Background: an optimization exercise with open tools, aiming at small area. Do not read the settings as production practice.
Where RTL was checked, it was by simulation tests only, not by an equivalence proof against the original.
Power and IR drop assume default switching activity.

==> flow/design.v <==
package mps_pkg;
    typedef logic [7:0]  t_byte;
    typedef logic [62:0] t_addr;
    localparam int ADDR_W = 63;
    localparam int CFG_DATA_W = 64;
    localparam int CFG_INDEX_W = 3;
    localparam logic [1:0] MODE_CHAR = 2'd0;
    localparam logic [1:0] MODE_NUM  = 2'd1;
    localparam logic [1:0] MODE_STR  = 2'd2;
    localparam logic [CFG_INDEX_W-1:0] REG_SCAN_MODE     = 3'd0;
    localparam logic [CFG_INDEX_W-1:0] REG_CHAR_VALUE    = 3'd1;
    localparam logic [CFG_INDEX_W-1:0] REG_NUMERIC_VALUE = 3'd2;
    localparam logic [CFG_INDEX_W-1:0] REG_PATTERN_LOW   = 3'd3;
    localparam logic [CFG_INDEX_W-1:0] REG_PATTERN_HIGH  = 3'd4;
    localparam logic [CFG_INDEX_W-1:0] REG_PATTERN_LEN   = 3'd5;
    localparam logic [CFG_INDEX_W-1:0] REG_START_ADDR    = 3'd6;
    typedef struct packed {
        logic shift;    
        logic active;   
    } t_cell_ctrl;
endpackage
module mps_cell
#(
    parameter int W = 1
) (
    input  logic         i_sel_a,
    input  logic         i_sel_b,
    input  logic [W-1:0] i_a,
    input  logic [W-1:0] i_b,
    output logic [W-1:0] o_y
);
    assign o_y = ({W{i_sel_a}} & i_a) | ({W{i_sel_b}} & i_b);
endmodule
module memory_pattern_scanner
#(
    parameter int PATTERN_MAX = 16
) (
    input  logic                   i_clk,
    input  logic                   i_rst_n,
    input  logic                   i_in_valid,
    output logic                   o_in_ready,
    input  mps_pkg::t_byte             i_in_data_byte,
    input  logic                   i_in_last_byte,
    output logic                   o_out_valid,
    input  logic                   i_out_ready,
    output mps_pkg::t_addr             o_out_match_address,
    input  logic                   i_cfg_we,
    input  logic [mps_pkg::CFG_INDEX_W-1:0] i_cfg_index,
    input  logic [mps_pkg::CFG_DATA_W-1:0]  i_cfg_data
);
    logic [1:0]   r_scan_mode;
    mps_pkg::t_byte r_char_value;
    logic [6:0]   r_num_value;       
    logic [127:0] r_pattern;
    logic [3:0]   r_len_m1;          
    mps_pkg::t_addr r_start_addr;
    logic [4:0]  len_in;
    logic [3:0]  len_m1_in;
    logic [6:0]  num_in;
    logic        we_mode, we_char, we_num, we_plo, we_phi, we_len, we_start;
    assign len_in = i_cfg_data[4:0];
    assign len_m1_in = (len_in == 5'd0) ? 4'd0 :
                       (len_in[4])      ? 4'd15 : 4'(len_in - 5'd1);
    assign num_in = (i_cfg_data[31:7] == '0) ? i_cfg_data[6:0] : 7'd0;
    assign we_mode  = i_cfg_we && i_cfg_index == mps_pkg::REG_SCAN_MODE;
    assign we_char  = i_cfg_we && i_cfg_index == mps_pkg::REG_CHAR_VALUE;
    assign we_num   = i_cfg_we && i_cfg_index == mps_pkg::REG_NUMERIC_VALUE;
    assign we_plo   = i_cfg_we && i_cfg_index == mps_pkg::REG_PATTERN_LOW;
    assign we_phi   = i_cfg_we && i_cfg_index == mps_pkg::REG_PATTERN_HIGH;
    assign we_len   = i_cfg_we && i_cfg_index == mps_pkg::REG_PATTERN_LEN;
    assign we_start = i_cfg_we && i_cfg_index == mps_pkg::REG_START_ADDR;
    always_ff @(posedge i_clk) begin
        if (!i_rst_n) begin
            r_scan_mode  <= mps_pkg::MODE_CHAR;
            r_char_value <= '0;
            r_num_value  <= '0;
            r_len_m1     <= '0;
        end else begin
            if (we_mode)  r_scan_mode  <= i_cfg_data[1:0];
            if (we_char)  r_char_value <= i_cfg_data[7:0];
            if (we_num)   r_num_value  <= num_in;
            if (we_len)   r_len_m1     <= len_m1_in;
        end
    end
    logic [127:0]   pattern_d;
    mps_pkg::t_addr start_d;
    mps_cell #(.W(64)) u_pick_plo (
        .i_sel_a (i_rst_n && we_plo), .i_sel_b (i_rst_n && !we_plo),
        .i_a (i_cfg_data), .i_b (r_pattern[63:0]), .o_y (pattern_d[63:0])
    );
    mps_cell #(.W(64)) u_pick_phi (
        .i_sel_a (i_rst_n && we_phi), .i_sel_b (i_rst_n && !we_phi),
        .i_a (i_cfg_data), .i_b (r_pattern[127:64]), .o_y (pattern_d[127:64])
    );
    mps_cell #(.W(mps_pkg::ADDR_W)) u_pick_start (
        .i_sel_a (i_rst_n && we_start), .i_sel_b (i_rst_n && !we_start),
        .i_a (i_cfg_data[mps_pkg::ADDR_W-1:0]), .i_b (r_start_addr), .o_y (start_d)
    );
    always_ff @(posedge i_clk) begin
        r_pattern    <= pattern_d;
        r_start_addr <= start_d;
    end
    logic byte_zero;
    assign byte_zero = (i_in_data_byte == 8'd0);
    logic r_out_valid;
    logic accept;
    assign o_in_ready = !r_out_valid || i_out_ready;
    assign accept     = i_in_valid && o_in_ready;
    logic [PATTERN_MAX-2:0] r_part;
    logic [PATTERN_MAX-1:0] part_next;
    logic [PATTERN_MAX-1:0] part_prev;
    assign part_prev = {r_part, 1'b1};
    for (genvar j = 0; j < PATTERN_MAX; j++) begin : g_stage
        assign part_next[j] = part_prev[j] && (i_in_data_byte == r_pattern[j*8 +: 8]);
    end
    logic           r_open;        
    logic [3:0]     r_wait;        
    mps_pkg::t_addr r_last_addr;   
    logic           step;
    assign step = (r_scan_mode != mps_pkg::MODE_STR) || (r_wait == 4'd0);
    logic hit;
    always_comb begin
        unique case (r_scan_mode)
            mps_pkg::MODE_CHAR: hit = (i_in_data_byte == r_char_value);
            mps_pkg::MODE_NUM:  hit = !byte_zero && (i_in_data_byte == {1'b0, r_num_value});
            mps_pkg::MODE_STR:  hit = part_next[r_len_m1];
            default:            hit = 1'b0;
        endcase
    end
    logic keep;
    assign keep = i_rst_n && !i_in_last_byte;
    logic [PATTERN_MAX-2:0] part_d;
    mps_cell #(.W(PATTERN_MAX-1)) u_pick_part (
        .i_sel_a (accept && keep), .i_sel_b (i_rst_n && !accept),
        .i_a (part_next[PATTERN_MAX-2:0]), .i_b (r_part), .o_y (part_d)
    );
    always_ff @(posedge i_clk) begin
        r_part <= part_d;
    end
    always_ff @(posedge i_clk) begin
        if (!i_rst_n) begin
            r_open <= 1'b0;
        end else if (accept) begin
            r_open <= !i_in_last_byte;
        end
    end
    logic [3:0] wait_d;
    mps_cell #(.W(4)) u_pick_wait (
        .i_sel_a (accept && !r_open), .i_sel_b (!(accept && !r_open)),
        .i_a (r_len_m1), .i_b (r_wait - 4'(accept && r_wait != 4'd0)), .o_y (wait_d)
    );
    always_ff @(posedge i_clk) begin
        r_wait <= wait_d;
    end
    logic load_start, addr_inc;
    assign load_start = accept && !r_open;
    assign addr_inc   = accept && r_open && step;
    mps_pkg::t_addr last_addr_d;
    mps_pkg::t_addr addr_next;
    localparam int AB = 8;
    localparam int NB = (mps_pkg::ADDR_W + AB - 1) / AB;
    logic [NB-1:0] block_carry;
    assign block_carry[0] = addr_inc;
    for (genvar k = 0; k < NB; k++) begin : g_addr_block
        localparam int LO = k * AB;
        localparam int HI = (LO + AB < mps_pkg::ADDR_W) ? LO + AB : mps_pkg::ADDR_W;
        if (k + 1 < NB) begin : g_pass
            assign block_carry[k+1] = block_carry[k] && (&r_last_addr[HI-1:LO]);
        end
        always_comb begin
            logic carry;
            carry = block_carry[k];
            for (int i = LO; i < HI; i++) begin
                addr_next[i] = r_last_addr[i] ^ carry;
                carry        = carry & r_last_addr[i];
            end
        end
    end
    mps_cell #(.W(mps_pkg::ADDR_W)) u_pick_addr (
        .i_sel_a (load_start), .i_sel_b (!load_start),
        .i_a (r_start_addr), .i_b (addr_next), .o_y (last_addr_d)
    );
    always_ff @(posedge i_clk) begin
        r_last_addr <= last_addr_d;
    end
    always_ff @(posedge i_clk) begin
        if (!i_rst_n) begin
            r_out_valid <= 1'b0;
        end else if (accept) begin
            r_out_valid <= hit;
        end else if (i_out_ready) begin
            r_out_valid <= 1'b0;
        end
    end
    assign o_out_valid         = r_out_valid;
    assign o_out_match_address = r_last_addr;
endmodule
export LEC_CHECK = 0
export CAP_MARGIN = 20
export CORE_MARGIN = 2
export CORE_UTILIZATION = 65
export SLEW_MARGIN = 20
export SYNTH_HIERARCHICAL = 1
create_clock -name core_clock -period 8.0 [get_ports {i_clk}]
standard.sh (not shown) runs the stock make flow with config.mk's settings and CLKGATE_MAP_FILE= SYNTH_SCRIPT=/design/flow/synth_recipe.tcl, a recipe that flattens the netlist after the stock synthesis.
==> flow/flow/run.sh <==
#!/bin/bash
# The standard layout with these changes:
#  - synthesis maps logic with an area-minded ABC script (abc.script here)
#    in place of ORFS's speed script; everything else in synthesis, and so
#    every register, is as in the standard synthesis;
#  - the port buffers are buf_1;
#  - the clock tree uses clkbuf_8 in larger clusters and no dummy loads.
# Each tool's output stays in orfs/logs; make's own output goes to
# flow_make.log here.
set -euo pipefail
here=$(pwd)
rm -rf "$here/scripts"
cp -r "$FLOW_HOME/scripts" "$here/scripts"
cp "$here/flow/abc.script" "$here/scripts/abc_speed.script"
export BUFFER_PORTS_ARGS="-buffer_cell sky130_fd_sc_hd__buf_1"
export CTS_ARGS="-sink_clustering_enable -repair_clock_nets -dont_use_dummy_load -buf_list sky130_fd_sc_hd__clkbuf_8 -sink_clustering_size 16 -sink_clustering_max_diameter 80"
bash standard.sh SCRIPTS_DIR="$here/scripts" finish > flow_make.log 2>&1
==> flow/flow/abc.script <==
&get -n
&st
&dch
&nf -R 1000
&st
&syn4
&dch
&nf -R 1000
&st
&syn4
&dch
&nf -R 1000
&put
topo
dnsize -c
Edit:
--- a/flow/design.v
+++ b/flow/design.v
@@ -83,17 +83,17 @@
         end
     end
     logic [127:0]   pattern_d;
     mps_pkg::t_addr start_d;
-    mps_cell #(.W(64)) u_pick_plo (
+    mps_cell #(.W(64)) u_hold_plo (
         .i_sel_a (i_rst_n && we_plo), .i_sel_b (i_rst_n && !we_plo),
         .i_a (i_cfg_data), .i_b (r_pattern[63:0]), .o_y (pattern_d[63:0])
     );
-    mps_cell #(.W(64)) u_pick_phi (
+    mps_cell #(.W(64)) u_hold_phi (
         .i_sel_a (i_rst_n && we_phi), .i_sel_b (i_rst_n && !we_phi),
         .i_a (i_cfg_data), .i_b (r_pattern[127:64]), .o_y (pattern_d[127:64])
     );
-    mps_cell #(.W(mps_pkg::ADDR_W)) u_pick_start (
+    mps_cell #(.W(mps_pkg::ADDR_W)) u_hold_start (
         .i_sel_a (i_rst_n && we_start), .i_sel_b (i_rst_n && !we_start),
         .i_a (i_cfg_data[mps_pkg::ADDR_W-1:0]), .i_b (r_start_addr), .o_y (start_d)
     );
     always_ff @(posedge i_clk) begin
@@ -143,38 +143,28 @@
         end else if (accept) begin
             r_open <= !i_in_last_byte;
         end
     end
-    logic [3:0] wait_d;
-    mps_cell #(.W(4)) u_pick_wait (
-        .i_sel_a (accept && !r_open), .i_sel_b (!(accept && !r_open)),
-        .i_a (r_len_m1), .i_b (r_wait - 4'(accept && r_wait != 4'd0)), .o_y (wait_d)
-    );
     always_ff @(posedge i_clk) begin
-        r_wait <= wait_d;
+        if (accept) begin
+            if (!r_open) begin
+                r_wait <= r_len_m1;
+            end else if (r_wait != 4'd0) begin
+                r_wait <= r_wait - 4'd1;
+            end
+        end
     end
     logic load_start, addr_inc;
     assign load_start = accept && !r_open;
     assign addr_inc   = accept && r_open && step;
     mps_pkg::t_addr last_addr_d;
     mps_pkg::t_addr addr_next;
-    localparam int AB = 8;
-    localparam int NB = (mps_pkg::ADDR_W + AB - 1) / AB;
-    logic [NB-1:0] block_carry;
-    assign block_carry[0] = addr_inc;
-    for (genvar k = 0; k < NB; k++) begin : g_addr_block
-        localparam int LO = k * AB;
-        localparam int HI = (LO + AB < mps_pkg::ADDR_W) ? LO + AB : mps_pkg::ADDR_W;
-        if (k + 1 < NB) begin : g_pass
-            assign block_carry[k+1] = block_carry[k] && (&r_last_addr[HI-1:LO]);
-        end
-        always_comb begin
-            logic carry;
-            carry = block_carry[k];
-            for (int i = LO; i < HI; i++) begin
-                addr_next[i] = r_last_addr[i] ^ carry;
-                carry        = carry & r_last_addr[i];
-            end
+    always_comb begin
+        logic carry;
+        carry = addr_inc;
+        for (int i = 0; i < mps_pkg::ADDR_W; i++) begin
+            addr_next[i] = r_last_addr[i] ^ carry;
+            carry        = carry & r_last_addr[i];
         end
     end
     mps_cell #(.W(mps_pkg::ADDR_W)) u_pick_addr (
         .i_sel_a (load_start), .i_sel_b (!load_start),
After rerunning: This time the run completed and failed the layout checks on negative setup slack. Clock-buffer cell count does not change. Sequential power hardly moves. Non-clock buffer count rises by 18. Area after synthesis shrinks by 0.75%. Total power fell by 2.5%. Routed wire length drops by 0.67%. Sequential share of layout area drops by 2.7 points. Synthesized cell count goes down by 2.7%. Cell count came out lower by 0.64%. Global-route usage barely changes. Setup slack gets worse by 6100 ps. First-iteration DRC count decreases by 1.7%.
Function not checked in the second run of this note: the RTL went through the layout flow alone.

[afterwards: timing with drivers on the ports]
How much do the figures lean on ideal ports? The routed layouts below were timed once more, with nothing changed but the port constraints.
Step 1 sets driving cells, clkbuf_16 on the clock port and buf_2 on the other inputs (assumed; they add their load-dependent delay and slew).
Step 2 times the ports against the registers' clock, not the clock port: input delays grow and output delays shrink by t, the midpoint of the rising clock arrivals with the driver on.
Slacks: ideal ports / drivers / drivers and shift; pairs: ideal ports / drivers.
run	t (ns)	setup WS [ns]	hold WS [ns]
the first run	0.578	2.600 / 2.620 / 2.042	0.474 / 0.474 / 0.474
the second run	0.581	-3.462 / -3.438 / -4.019	0.483 / 0.483 / 0.483
For the first run, which loses most, drivers alone change the setup slack by +0.020 ns; drivers and shift together by -0.558 ns.
